Background: an optimization exercise with open tools, aiming at small area, a short achievable clock period and few clock cycles per item. Do not read the settings as production practice.
Only simulation tests tie the RTL to the original design; equivalence was not proved.

Design weighted_random_neighbor_pick, start of the top module:
module weighted_random_neighbor_pick (
  input  wire logic                              clk,
  input  wire logic                              rst,
  input  wire logic                              in_valid,
  output logic                                   in_ready,
  input  wire logic                              mode,
  input  wire logic [4:0]                        entry_index,
  input  wire logic                              entry_nonempty,
  input  wire logic [15:0]                       entry_distance,
  input  wire logic [15:0]                       entry_active,
  input  wire logic                              entry_target_valid,
  input  wire logic [wrnp_pkg::SITE_W-1:0]       start_site,
  input  wire logic                              at_node,
  input  wire logic                              uniform_weights,
  input  wire logic [wrnp_pkg::RV_W-1:0]         random_value,
  output logic                                   out_valid,
  input  wire logic                              out_ready,
  output logic      [wrnp_pkg::SITE_W-1:0]       next_site,
  output logic                                   moved,
  input  wire logic                              cfg_we,
  input  wire logic [wrnp_pkg::CFG_W-1:0]        cfg_wdata
);
clock: 11.0 ns
lec_check: 0
abc_area: 1
cap_margin: 10
core_margin: 2
core_utilization: 55
cts_buf_list: sky130_fd_sc_hd__clkbuf_4
place_density: 0.7
setup_slack_margin: 5
slew_margin: 10
standard.sh (not shown) runs the stock make flow with config.mk's settings and CLKGATE_MAP_FILE= SYNTH_SCRIPT=/design/flow/synth_recipe.tcl, a recipe that flattens the netlist after the stock synthesis.
==> flow/flow/run.sh <==
#!/bin/bash
# Layout flow: the standard ORFS flow (standard.sh: same synthesis,
# floorplan, power grid, placement, clock tree and routing, same settings),
# except that the port buffers are the small sky130_fd_sc_hd__buf_2 instead
# of the cell buffer_ports picks by itself. ORFS's own logs stay under
# orfs/logs; the make output goes to logs_own/orfs.log.
set -euo pipefail
mkdir -p logs_own
sed -e 's|"\${@:-finish}"|BUFFER_PORTS_ARGS="-buffer_cell sky130_fd_sc_hd__buf_2" "${@:-finish}"|' \
  standard.sh > logs_own/own_standard.sh
grep -q 'BUFFER_PORTS_ARGS' logs_own/own_standard.sh
bash logs_own/own_standard.sh > logs_own/orfs.log 2>&1
The baseline ran to the end with no violations.
Testbench counts at the start, summed over its fixed seeds: cycles 36,576, items 8,000.
Edit:
--- a/flow/design.v
+++ b/flow/design.v
@@ -137,19 +137,19 @@
   logic        s0_mode;
   logic [38:0] s0_d;
   logic [3:0]  st;            
   logic        room;
   logic        adv;
   logic        load;
   logic        cfg_busy;
   logic [2:0]  ck;
   logic [15:0] maxd;          
-  logic [15:0] b_app;         
+  logic        cph;           
   logic        cfg_pend;      
   logic [19:0] wq;            
   logic        p_fast;        
   assign adv      = (st == 4'd0) || ((st[S_F] || p_fast) && room);
   assign in_ready = !cfg_busy && !cfg_pend && (!s0_valid || adv);
   assign load     = adv && s0_valid;
   always_ff @(posedge clk) begin
     if (rst)
       s0_valid <= 1'b0;
@@ -188,20 +188,20 @@
   always_comb begin
     rd_e = {1'b0, t_e8};
     for (int k = 0; k < 6; k++)
       if (rd_code == 3'(k)) rd_e = t_e[k*EW +: EW];
   end
   always_comb begin
     logic [EW-1:0] x, y, z, cs_s, cs_c;
     if (cfg_busy) begin
       x = wq[EW-1:0];
-      y = {2'b00, maxd};
-      z = ~{2'b00, b_app};
+      y = cph ? {2'b00, maxd} : '0;
+      z = cph ? '1 : ~{2'b00, maxd};
     end else if (s0_mode) begin
       x = t_tv16 ? {2'b00, maxd} : '0;
       y = s0_node ? {1'b0, t_e8} : '0;
       z = '1;
     end else begin
       x = {2'b00, maxd};
       y = {2'b00, s0_d[36:21]};
       z = (s0_idx == 5'd8) ? '1 : ~{2'b00, s0_d[20:5]};
     end
@@ -224,36 +224,40 @@
     .e8           (t_e8),
     .tv16         (t_tv16),
     .pos          (t_pos),
     .le1          (t_le1)
   );
   always_ff @(posedge clk) begin
     if (rst) begin
       cfg_busy <= 1'b0;
       cfg_pend <= 1'b0;
+      cph      <= 1'b0;
       ck       <= 3'd0;
       maxd     <= wrnp_pkg::MAXD_RESET;
-      b_app    <= wrnp_pkg::MAXD_RESET;
     end else begin
       if (cfg_we)
         cfg_pend <= 1'b1;
       if (cfg_busy) begin
         ck <= ck + 3'd1;
         if (ck == 3'd7) begin
-          cfg_busy <= 1'b0;
-          b_app    <= maxd;
+          if (!cph) begin
+            cph  <= 1'b1;
+            maxd <= s0_d[15:0];
+            if (!cfg_we)
+              cfg_pend <= 1'b0;
+          end else begin
+            cfg_busy <= 1'b0;
+          end
         end
       end else if (cfg_pend) begin
         cfg_busy <= 1'b1;
+        cph      <= 1'b0;
         ck       <= 3'd0;
-        maxd     <= s0_d[15:0];
-        if (!cfg_we)
-          cfg_pend <= 1'b0;
       end
     end
   end
   logic [5:0] e_pos, e_le1;
   logic       e8_pos, e8_le1, b_pos, b_le1;
   always_comb begin
     e_pos  = t_pos[5:0];
     e_le1  = t_le1[5:0];
     e8_pos = t_pos[6];
@@ -390,19 +394,18 @@
     endcase
     slot_side = s;
   endfunction
   logic [3:0]  j_site;
   logic [4:0]  j_nz;          
   logic        j_small;       
   logic [4:0]  rm;            
   logic [21:0] rr;            
   logic [30:0] rq;            
-  logic [19:0] dv;            
   logic [4:0]  nsh;           
   logic [3:0]  cnt;
   logic [7:0]  res_site;
   logic        res_moved;
   logic [2:0]    jn, jn2;
   logic          rm_last;     
   logic          rm_two;      
   logic [2:0]    wj_n;        
   logic [EW-1:0] wj;
@@ -451,19 +454,19 @@
   logic [22:0] a_sum;
   logic [21:0] a_y;
   logic        a_neg;
   logic        a_sub;
   logic [21:0] a_a, a_b;
   assign t4 = {rr[19:0], rq[30:29]};
   always_comb begin
     a_sub = !st[S_T];
     a_a   = st[S_D] ? t4 : rr;
-    a_b   = st[S_D] ? {2'b00, dv} : {2'b00, wq};
+    a_b   = {2'b00, wq};
     a_sum = {1'b0, a_a} + {1'b0, a_sub ? ~a_b : a_b} + 23'(a_sub);
     a_y   = a_sum[21:0];
     a_neg = a_sub && !a_sum[22];
   end
   logic [19:0] div_rem;
   logic [4:0] lz;
   always_comb begin
     lz = 5'd0;
     for (int i = 0; i < 20; i++)
@@ -476,19 +479,19 @@
   end
   logic [1:0] jpad;
   logic [3:0] ncnt;
   always_comb begin
     jpad = {1'b0, lz[0]};
     ncnt = 4'(5'd5 + ((lz + 5'd1) >> 1));
   end
   wrnp_div u_div (
     .t       (t4),
-    .d       (dv),
+    .d       (wq),
     .c1      (a_y),
     .neg1    (a_neg),
     .rem_out (div_rem)
   );
   logic       push;
   logic [7:0] push_site;
   logic       push_moved;
   assign p_fast     = st[S_P] && (rm_last || rm_two);
   assign push       = (st[S_F] || p_fast) && room;
@@ -535,24 +538,24 @@
       if (!s0_mode)
         res_site <= 8'd0;
       else if (s0_sinv)
         res_site <= 8'hFF;
       else
         res_site <= {4'h0, s0_site};
     end else begin
       if (st[S_T]) begin
         rm <= rm & ~(5'd1 << jn);
-        wq <= 20'(wj);
         if (!rm_last) begin
           rr <= a_y;
+          wq <= 20'(wj);
         end else begin
           nsh <= lz;
-          dv  <= sh_out;
+          wq  <= sh_out;
           cnt <= ncnt;
           case (jpad)
             2'd1:    begin rr <= 22'(rq[30:13]); rq <= {rq[12:0], 18'd0}; end
             2'd2:    begin rr <= 22'(rq[30:14]); rq <= {rq[13:0], 17'd0}; end
             default: begin rr <= 22'(rq[30:12]); rq <= {rq[11:0], 19'd0}; end
           endcase
         end
       end
       if (st[S_D]) begin
Result: The changed run completed with no timing, DRC or antenna violations. Die area is lower by 5.6%. Via count is lower by 1.4%. Hold slack degrades by 0.0055 ns. Count of clock-buffer cells in the layout is lower by 15. Clock skew is lower by 0.018 ns. Cell area is lower by 4.2%.
Testbench counts after the change, summed over its fixed seeds: cycles 36,832, items 8,000.

==> what the ideal ports hide <==
How much do the figures lean on ideal ports? The routed layouts below were timed once more, with nothing changed but the port constraints.
Step 1 (the two cells are an assumption about what drives the block):
set clk [get_ports {clk}]
set_driving_cell -lib_cell sky130_fd_sc_hd__clkbuf_16 $clk
set_driving_cell -lib_cell sky130_fd_sc_hd__buf_2 [delete_from_list [all_inputs] $clk]
Step 2 adds t to the input delays and takes it off the output delays; t is the mean of the earliest and latest rising clock arrival at the registers after step 1. Input paths then give back, and output paths get back, about the clock's delay inside the block.
Slacks: ideal / step 1 / step 2; pairs: ideal / step 1.
run	t (ns)	slack for setup (ns)	latest minus earliest clock arrival (ns)
the first run	0.907	5.299 / 5.255 / 5.299	0.082 / 0.082
the second run	0.891	5.144 / 5.144 / 5.144	0.064 / 0.064
After both steps every run listed still meets setup and hold.
